Source: an optimization exercise on an open RTL-to-GDS flow (aim: small area, a short achievable clock period and few clock cycles). Production flows keep margins and buffers that such runs may drop.
The RTL was checked by simulation tests, not by an equivalence proof against the original design.

// sha256_hasher
module sha256_hasher (
    input  logic         clk,
    input  logic         rst,
    input  logic         in_valid,
    output logic         in_ready,
    input  logic [31:0]  in_data,
    input  logic         in_last,
    input  logic [2:0]   in_bytes,
    output logic [255:0] digest,
    output logic         digest_valid
);
For scale: roughly 6800 cells after synthesis, ~1400 flip-flops, ~300 I/O pins.
Settings: LEC_CHECK=0, CAP_MARGIN=20, CORE_MARGIN=2, CORE_UTILIZATION=40, CTS_BUF_LIST=sky130_fd_sc_hd__clkbuf_8, SETUP_SLACK_MARGIN=5, SLEW_MARGIN=20, TNS_END_PERCENT=0; clock period 10.0 ns.
standard.sh (not shown) runs the stock make flow with config.mk's settings and CLKGATE_MAP_FILE= SYNTH_SCRIPT=/design/flow/synth_recipe.tcl, a recipe that flattens the netlist after the stock synthesis.
==> flow/flow/run.sh <==
#!/bin/bash
# The standard layout (standard.sh: unchanged synthesis, floorplan, power
# grid, placement, CTS, routing), with the port buffers made from the
# smallest buffer cell instead of the delay buffer buffer_ports picks.
set -euo pipefail
bash standard.sh "BUFFER_PORTS_ARGS=-buffer_cell sky130_fd_sc_hd__buf_1" finish > orfs_finish.log 2>&1
Testbench counts at the start, summed over its fixed seeds: cycles 64,216.
Rerun with:
--- a/flow/design.v
+++ b/flow/design.v
@@ -118,23 +118,21 @@
     logic        sel_g, sel_hv, sel_iv, sel_q;
     logic [31:0] p_op, r_op, qh_op, qd_op, hkw_d, dhkw_d;
     assign p_op  = ({32{sel_g}} & g) | ({32{sel_hv}} & hv[7]) | ({32{sel_iv}} & IV[31:0]);
     assign r_op  = ({32{sel_g}} & c) | ({32{sel_hv}} & hv[3]) | ({32{sel_iv}} & IV[159:128]);
     assign qh_op = {32{sel_q}} & hv[0];
     assign qd_op = {32{sel_q}} & hv[4];
-    logic [31:0] kh_s, kh_c, kd_s, kd_c, ph_s, ph_c, pd1_s, pd1_c, pd2_s, pd2_c;
-    assign kh_s  = kq ^ w[15] ^ qh_op;
-    assign kh_c  = {(kq[30:0] & w[15][30:0]) | (kq[30:0] & qh_op[30:0]) | (w[15][30:0] & qh_op[30:0]), 1'b0};
-    assign ph_s  = kh_s ^ kh_c ^ p_op;
-    assign ph_c  = {(kh_s[30:0] & kh_c[30:0]) | (kh_s[30:0] & p_op[30:0]) | (kh_c[30:0] & p_op[30:0]), 1'b0};
-    assign kd_s  = kq ^ w[15] ^ qd_op;
-    assign kd_c  = {(kq[30:0] & w[15][30:0]) | (kq[30:0] & qd_op[30:0]) | (w[15][30:0] & qd_op[30:0]), 1'b0};
-    assign pd1_s = kd_s ^ kd_c ^ p_op;
-    assign pd1_c = {(kd_s[30:0] & kd_c[30:0]) | (kd_s[30:0] & p_op[30:0]) | (kd_c[30:0] & p_op[30:0]), 1'b0};
-    assign pd2_s = pd1_s ^ pd1_c ^ r_op;
-    assign pd2_c = {(pd1_s[30:0] & pd1_c[30:0]) | (pd1_s[30:0] & r_op[30:0]) | (pd1_c[30:0] & r_op[30:0]), 1'b0};
+    logic [31:0] pk_s, pk_c, ph_s, ph_c, pd1_s, pd1_c, pd2_s, pd2_c;
+    assign pk_s  = p_op ^ kq ^ w[15];
+    assign pk_c  = {(p_op[30:0] & kq[30:0]) | (p_op[30:0] & w[15][30:0]) | (kq[30:0] & w[15][30:0]), 1'b0};
+    assign ph_s  = pk_s ^ pk_c ^ qh_op;
+    assign ph_c  = {(pk_s[30:0] & pk_c[30:0]) | (pk_s[30:0] & qh_op[30:0]) | (pk_c[30:0] & qh_op[30:0]), 1'b0};
+    assign pd1_s = pk_s ^ pk_c ^ r_op;
+    assign pd1_c = {(pk_s[30:0] & pk_c[30:0]) | (pk_s[30:0] & r_op[30:0]) | (pk_c[30:0] & r_op[30:0]), 1'b0};
+    assign pd2_s = pd1_s ^ pd1_c ^ qd_op;
+    assign pd2_c = {(pd1_s[30:0] & pd1_c[30:0]) | (pd1_s[30:0] & qd_op[30:0]) | (pd1_c[30:0] & qd_op[30:0]), 1'b0};
     assign hkw_d  = ph_s + ph_c;
     assign dhkw_d = pd2_s + pd2_c;
     logic [31:0] ffa_h, ffe_h, ffa, ffe;
     always_comb begin
         case (t[1:0])
             2'd1:    begin ffa_h = hv[3]; ffe_h = hv[7]; end
=> Wire length barely changes. Die area went down by 1.9%. Final area drops by 0.87%. Worst setup slack degrades by 210 ps. Via count is lower by 0.39%. Core utilization climbs by 0.68 points. Global-route usage rises by 0.68 points. Register-to-register slack degrades by 210 ps.
Testbench counts after the change, summed over its fixed seeds: cycles 64,216.

[static timing again, ports no longer ideal]
Ports are ideal in the flow. The routed layouts listed here were re-timed in OpenROAD.
Step 1 assumes that a clkbuf_16 drives the clock port and a buf_2 every other input.
Step 2 moves the port delays by t, midway between the first and last clock arrival at a register: inputs arrive t later, outputs are due t later. That takes back most of the time a late clock gives input paths.
Three values: no drivers, after step 1, after step 2; two values: the first two.
| run | t (ns) | setup WS [ns] | hold WS [ns] | worst setup path after step 2 | latest minus earliest clock arrival (ns) |
|---|---|---|---|---|---|
| the first run | 1.086 | 4.673 / 4.673 / 3.656 | 0.265 / 0.265 / 0.265 | input to register | 0.074 / 0.074 |
| the second run | 1.074 | 4.458 / 4.458 / 3.688 | 0.310 / 0.310 / 0.310 | input to register | 0.080 / 0.079 |
After both steps every run listed still meets setup and hold. The setup slack of the first run, which loses most, moves by 0.000 ns with the drivers and by -1.017 ns with both steps.
